From an optimization exercise on the open Yosys and OpenROAD flow, aimed at a short achievable clock period and few clock cycles per item; shortcuts taken in it are not production practice. In this exercise RTL edits were held to simulation tests only and were not proved equivalent to the original. No activity file was given, so power comes from the tool's default toggle rates.

--- flow/design.v ---
`timescale 1ns / 1ps
`default_nettype none
package srig_pkg;
  localparam int MAX_GROUP     = 16;
  localparam int ELEMENT_WIDTH = 32;
  localparam int CFG_W         = 5;
  typedef struct packed {
    logic push;
    logic pop;
  } srig_shift_t;
endpackage
`default_nettype wire
`timescale 1ns / 1ps
`default_nettype none
module srig_cell #(
  parameter int ELEMENT_WIDTH = srig_pkg::ELEMENT_WIDTH
) (
  input  wire logic                     clk,
  input  wire srig_pkg::srig_shift_t    shift,
  input  wire logic [ELEMENT_WIDTH-1:0] from_prev,
  input  wire logic [ELEMENT_WIDTH-1:0] from_next,
  output logic      [ELEMENT_WIDTH-1:0] data
);
  logic [ELEMENT_WIDTH-1:0] data_r;
  logic [ELEMENT_WIDTH-1:0] data_nxt;
  always_comb begin
    if (shift.push) begin
      data_nxt = from_prev;
    end else if (shift.pop) begin
      data_nxt = from_next;
    end else begin
      data_nxt = data_r;
    end
  end
  always_ff @(posedge clk) begin
    data_r <= data_nxt;
  end
  assign data = data_r;
endmodule
`default_nettype wire
`timescale 1ns / 1ps
`default_nettype none
module srig_chain #(
  parameter int MAX_GROUP     = srig_pkg::MAX_GROUP,
  parameter int ELEMENT_WIDTH = srig_pkg::ELEMENT_WIDTH
) (
  input  wire logic                     clk,
  input  wire srig_pkg::srig_shift_t    shift,
  input  wire logic [ELEMENT_WIDTH-1:0] push_data,
  output logic      [ELEMENT_WIDTH-1:0] head_data
);
  logic [ELEMENT_WIDTH-1:0] cell_data [MAX_GROUP];
  for (genvar i = 0; i < MAX_GROUP; i++) begin : g_cell
    logic [ELEMENT_WIDTH-1:0] prev_data;
    logic [ELEMENT_WIDTH-1:0] next_data;
    if (i == 0) begin : g_head
      assign prev_data = push_data;
    end else begin : g_body
      assign prev_data = cell_data[i-1];
    end
    if (i == MAX_GROUP - 1) begin : g_tail
      assign next_data = cell_data[i];
    end else begin : g_inner
      assign next_data = cell_data[i+1];
    end
    srig_cell #(
      .ELEMENT_WIDTH(ELEMENT_WIDTH)
    ) u_cell (
      .clk      (clk),
      .shift    (shift),
      .from_prev(prev_data),
      .from_next(next_data),
      .data     (cell_data[i])
    );
  end
  assign head_data = cell_data[0];
endmodule
`default_nettype wire
`timescale 1ns / 1ps
`default_nettype none
module stream_reverse_in_groups_unit #(
  parameter int MAX_GROUP     = srig_pkg::MAX_GROUP,
  parameter int ELEMENT_WIDTH = srig_pkg::ELEMENT_WIDTH
) (
  input  wire logic                            clk,
  input  wire logic                            rst_n,
  input  wire logic                            in_valid,
  output logic                                 in_stall,
  input  wire logic signed [ELEMENT_WIDTH-1:0] in_element,
  input  wire logic                            in_final_element,
  output logic                                 out_valid,
  input  wire logic                            out_stall,
  output logic signed      [ELEMENT_WIDTH-1:0] out_element_out,
  output logic                                 out_run_end,
  output logic                                 out_sequence_end,
  input  wire logic                            cfg_valid,
  output logic                                 cfg_ready,
  input  wire logic [srig_pkg::CFG_W-1:0]      cfg_group_size
);
  localparam int CNT_W = $clog2(MAX_GROUP + 1);
  localparam int CMP_W = (CNT_W > srig_pkg::CFG_W) ? CNT_W : srig_pkg::CFG_W;
  logic [srig_pkg::CFG_W-1:0] group_size_r;
  logic [CNT_W-1:0]           cnt_r;
  logic [CNT_W-1:0]           cnt_nxt;
  logic [CNT_W-1:0]           cnt_inc;
  logic                       drain_r;
  logic                       drain_nxt;
  logic                       last_r;
  logic                       last_nxt;
  logic                       out_valid_r;
  logic                       out_valid_nxt;
  logic [ELEMENT_WIDTH-1:0]   out_element_r;
  logic                       out_run_end_r;
  logic                       out_sequence_end_r;
  logic                       in_xfer;
  logic                       pop_go;
  logic                       group_done;
  logic [ELEMENT_WIDTH-1:0]   head_data;
  srig_pkg::srig_shift_t      shift;
  assign cfg_ready = 1'b1;
  assign in_stall  = drain_r;
  assign in_xfer   = in_valid && !drain_r;
  assign pop_go    = drain_r && (!out_valid_r || !out_stall);
  assign cnt_inc = CNT_W'(cnt_r + 1'b1);
  assign group_done = in_final_element
                   || (CMP_W'(cnt_inc) >= CMP_W'(group_size_r))
                   || (cnt_inc == CNT_W'(MAX_GROUP));
  assign shift.push = in_xfer;
  assign shift.pop  = pop_go;
  srig_chain #(
    .MAX_GROUP    (MAX_GROUP),
    .ELEMENT_WIDTH(ELEMENT_WIDTH)
  ) u_chain (
    .clk      (clk),
    .shift    (shift),
    .push_data(in_element),
    .head_data(head_data)
  );
  always_comb begin
    cnt_nxt       = cnt_r;
    drain_nxt     = drain_r;
    last_nxt      = last_r;
    out_valid_nxt = out_valid_r;
    if (out_valid_r && !out_stall) begin
      out_valid_nxt = 1'b0;
    end
    if (in_xfer) begin
      cnt_nxt = cnt_inc;
      if (group_done) begin
        drain_nxt = 1'b1;
        last_nxt  = in_final_element;
      end
    end else if (pop_go) begin
      cnt_nxt       = CNT_W'(cnt_r - 1'b1);
      out_valid_nxt = 1'b1;
      if (cnt_r == CNT_W'(1)) begin
        drain_nxt = 1'b0;
      end
    end
  end
  always_ff @(posedge clk) begin
    if (!rst_n) begin
      group_size_r <= srig_pkg::CFG_W'(1);
      cnt_r        <= '0;
      drain_r      <= 1'b0;
      last_r       <= 1'b0;
      out_valid_r  <= 1'b0;
    end else begin
      if (cfg_valid) begin
        group_size_r <= cfg_group_size;
      end
      cnt_r       <= cnt_nxt;
      drain_r     <= drain_nxt;
      last_r      <= last_nxt;
      out_valid_r <= out_valid_nxt;
    end
  end
  always_ff @(posedge clk) begin
    if (pop_go) begin
      out_element_r      <= head_data;
      out_run_end_r      <= (cnt_r == CNT_W'(1));
      out_sequence_end_r <= (cnt_r == CNT_W'(1)) && last_r;
    end
  end
  assign out_valid        = out_valid_r;
  assign out_element_out  = out_element_r;
  assign out_run_end      = out_run_end_r;
  assign out_sequence_end = out_sequence_end_r;
endmodule
`default_nettype wire
--- flow/run.sh ---
#!/bin/bash
# synth_recipe.tcl (not shown) runs the flow's synth.tcl, then flattens the netlist and writes it again
# the make line also repeats each setting of config.mk as NAME=value (left out here)
make -C /OpenROAD-flow-scripts/flow DESIGN_CONFIG=/design/flow/config.mk WORK_HOME=/design/flow/orfs CLKGATE_MAP_FILE= SYNTH_SCRIPT=/design/flow/synth_recipe.tcl finish
--- flow/config.mk ---
export PLATFORM = sky130hd
export DESIGN_NAME = stream_reverse_in_groups_unit
export DESIGN_NICKNAME = stream_reverse_in_groups_unit
export VERILOG_FILES = /design/flow/design.v
export SDC_FILE = /design/flow/constraint.sdc
export NUM_CORES = 4
export LEC_CHECK = 0
export CAP_MARGIN = 20
export CORE_MARGIN = 2
export CORE_UTILIZATION = 40
export SLEW_MARGIN = 20
--- flow/constraint.sdc ---
create_clock -name core_clock -period 2.7 [get_ports {clk}]
set_input_delay 0.5400 -clock core_clock [delete_from_list [all_inputs] [get_ports {clk}]]
set_output_delay 0.5400 -clock core_clock [all_outputs]
set_load 0.01 [all_outputs]
==> notes.md <==
- Biggest fanout along the worst timing path: 10
- Endpoint type of the worst setup path: flip-flop
- Final instance count without filler cells: 3059
- Boundary Pins: 80
- Remaining max-slew budget at the tightest pin: 46.57%
- Number of global-route vias before repair: 13690
- Count of flip-flops with a built-in enable after synthesis: 546
- Cell area after placement: 24970 um2
- WL per Instance: 13.13 um
- Sink count of the clock tree: 559
- H-tree Lvls: 2
- Number of placed cells counting well taps: 2959
- Ys flop type: edfxtp_1
- DRC viols: 0
- Worst-margin pin slew: 801.4 ps
- Chip Height: 246.6 um
- Sw Share: 28.22%
- Buffers on Ports: 78
- Worst Clk Skew: 13.36 ps
- Post-route antenna net violation count: 0
- Wire length of the first global-routing pass: 67.52 mm
- Top achievable clock speed: 460.2 MHz
- Post-synth ARST share: 0%
- Total global routing overflow: 0
- Final wirelength: 40.15 mm
- Power density over the cells: 1060 nW/um2
- Number of standard cells after synthesis: 2191
- CTS Buf Count: 55
- Die ar.: 60830 um2
- Sum of negative setup slack: 0 ps
- Diodes inserted: 0
- Combinational cell fraction of total power: 18.4%
- Final Net Count: 2303
- Final RePlAce weighted congestion: 0.7485
- Synth warn: 4
- Run status: timing/DRC/antenna clean
- Avg Cell Area, Syn: 10.75 um2
- Initial DRC Count: 1118
- Post-layout instance area: 26830 um2
- Clock Power Share: 27.6%
- Synth Net Count: 2243
- TritonCTS clock tree: yes
- Post-synthesis register bit count: 559
- Final critical path time including I/O delays and setup: 2173 ps
- Max-slew violation count: 0
- Slowest stage cell on the critical path: dfxtp_1
- Fraction of layout instances using a drive strength above 1: 5.231%
- Cells on Worst Hold Path: 0
- Number of buffers added for setup after CTS: 0
- Class of the most critical setup path: flip-flop to flip-flop
- Critical path cell sequence: ha_1 > nand3_2 > xnor2_2 > ha_1 > a211oi_1 > o21a_1 > a41o_1
- Starting Density: 40.66%
- Arrival @ worst endpoint: 2720 ps
- 1st-pass router iterations: 6
- Post-synthesis sequential area ratio: 70.73%
- Maximum clock insertion buffer count: 3
- Final hold viol count: 0
- Clock network latency to the later pin of the worst-skew pair: 600 ps
- Number of antenna violations at the first check in global routing: 0
- Fin crit share: 80.49%
- Power dissipated by switching net loads: 8.025 mW
- Summed instance area of the synthesized netlist: 23550 um2
- RSZ-0062 raised after global routing: no
- Most common cell on crit path: ha_1
- Hold crit path type: flip-flop to flip-flop
- Number of setup violations in the final report: 0
- Pin count of the biggest net entering global routing: 174
- Placeable core region: 57920 um2
- Number of standard-cell rows in the floorplan: 88
- Cell at the root of the clock tree: clkbuf_16
- Static leakage power: 11.49 nW
- Area added between synthesis and finish: 13.93%
- CP peak stage delay: 540 ps
- Half-perimeter wire length of the detailed placement result: 23.71 mm
- Hold bufs inserted after CTS: 0
- Worst reg-to-reg path cell count: 7
- Final Total Pwr: 28.44 mW
- Reg power frac: 54.0%
- WP data required: 3250 ps
- Max cap viols: 0
- Unique cell type count in the Yosys netlist: 37
- Clock-pin slew on the worst setup and hold paths: 60 ps
- Post-cts gate resize count: 0
- Internal power contribution: 20.41 mW
- Worst ir drop on vdd: 0.6155 mV
- Chip Width: 246.6 um
- Average via count per standard cell: 4.687
- Gr usage total: 13.23%
- Crit start category: flip-flop
- Count of vias placed by the detailed router: 14340
## metrics by stage
stage / worst slack, ps / util, % / hold slack (ps)
floorplan: -441.6 / - / 426.2
global placement: 447.8 / 43.12 / 428.4
detailed placement: 432.4 / 43.12 / 432.9
CTS: 531.5 / 46.32 / 445.9
global route: 375.7 / 46.32 / 458.5
finish: 526.8 / 46.32 / 445.7
## cell usage after synthesis (all sizes together), types with 3 or more instances
cell / count / area, um2
xnor2: 4 / 42.55
mux2i: 5 / 50.05
and2: 3 / 18.77
buf: 110 / 893.4
edfxtp: 546 / 16400
a21oi: 6 / 30.03
inv: 8 / 30.03
nand3: 8 / 45.04
o21ai: 3 / 15.01
ha: 9 / 112.6
nor2b: 5 / 31.28
nand2: 1446 / 5430
dfxtp: 13 / 260.3
## per-layer routing
metal	vias up	GRT usage (%)	share of wire [%]
met4	0	3.792	2.0
met2	275	19.38	42
li1	7253	-	-
met3	57	2.375	4.4
met5	-	0	0
met1	6753	20.05	51
## sequential cells by signal, indices dropped and copies added, names as in the netlist
register                      flops
last_r                            1
group_size_r                      5
out_run_end_r                     1
out_element_r                    32
cnt_r                             5
out_valid_r                       1
u_chain.g_cell.u_cell.data_r    512
out_sequence_end_r                1
drain_r                           1
## power groups by stage
stage	combinational, mW	sequential, mW	clock (mW)
after global routing	6.09	15.8	8.40
after CTS	5.35	15.4	8.08
after floorplan	3.96	15.2	0
final	5.24	15.3	7.86
after detailed placement	5.32	15.5	0
after global placement	5.14	15.4	0
## logic make-up after synthesis
group / share of synthesized area [%]
AO/OA/AOI/OAI: 0.5739
XOR/XNOR: 0.2551
adder cells (fa/ha/maj): 0.4782
buffers and inverters: 3.953
flip-flops: 70.73
multiplexers: 0.2125
other: 0.01593
AND/OR/NAND/NOR: 23.78
## critical path: cells and delay by family (launching register included)
| kind | cells | cell delay [ps] |
|---|---|---|
| AO/OA/AOI/OAI | 3 | 620 |
| XOR/XNOR | 1 | 220 |
| adder cells (fa/ha/maj) | 2 | 610 |
| flip-flops | 1 | 540 |
| AND/OR/NAND/NOR | 1 | 120 |
## worst paths after layout
check | to | slack (ps) | from
max reg2reg | last_r | 530 | cnt_r[0]
min reg2reg | out_element_r[9] | 450 | u_chain.g_cell[0].u_cell.data_r[9]
min | out_element_r[9] | 450 | u_chain.g_cell[0].u_cell.data_r[9]
max | last_r | 530 | cnt_r[0]
## layout by cell type, fill, tap and decap left out, types with 3 or more instances in the layout
master	instances
and2_1	3
buf_12	23
xnor2_1	3
bufinv_16	9
buf_4	14
clkinv_2	7
mux2i_1	5
o21ai_0	3
clkdlybuf4s50_1	78
a21oi_1	6
inv_1	6
ha_1	9
dfxtp_1	13
nand3_1	7
clkinv_1	15
nand2_1	1444
nor2b_1	5
edfxtp_1	546
clkbuf_1	10
clkbuf_16	57
## layout make-up
cell class	count	area [um2]
Sequential cell	559	16660
Multi-Input combinational cell	1512	5977
Fill cell	5320	31090
Tap cell	765	957.2
Inverter	8	37.54
Timing Repair Buffer	115	1346
Clock inverter	33	389.1
Clock buffer	67	1464
Testbench counts, summed over its fixed seeds: cycles 8,216, items 4,096.

[afterwards: timing with drivers on the ports]
In the flow no input, the clock included, has a driving cell. The finished layout below was timed again as built, in two steps. Step 1 sets driving cells, clkbuf_16 on the clock port and buf_2 on the other inputs (assumed; they add their load-dependent delay and slew). Step 2, shift: input delay + t, output delay - t, t = (earliest + latest rising clock arrival at the registers) / 2. This alone moves slack from input paths to output paths. Three values: ideal ports, drivers, drivers and shift; two values: the first two.
t, ns: 0.653
setup WS [ns]: 0.527 / 0.522 / 0.405
worst setup path at the end: input to register
cell pins on the clock port's net: 1
After both steps setup and hold are still met in this run. The setup slack of this run moves by -0.005 ns with the drivers and by -0.122 ns with both steps.
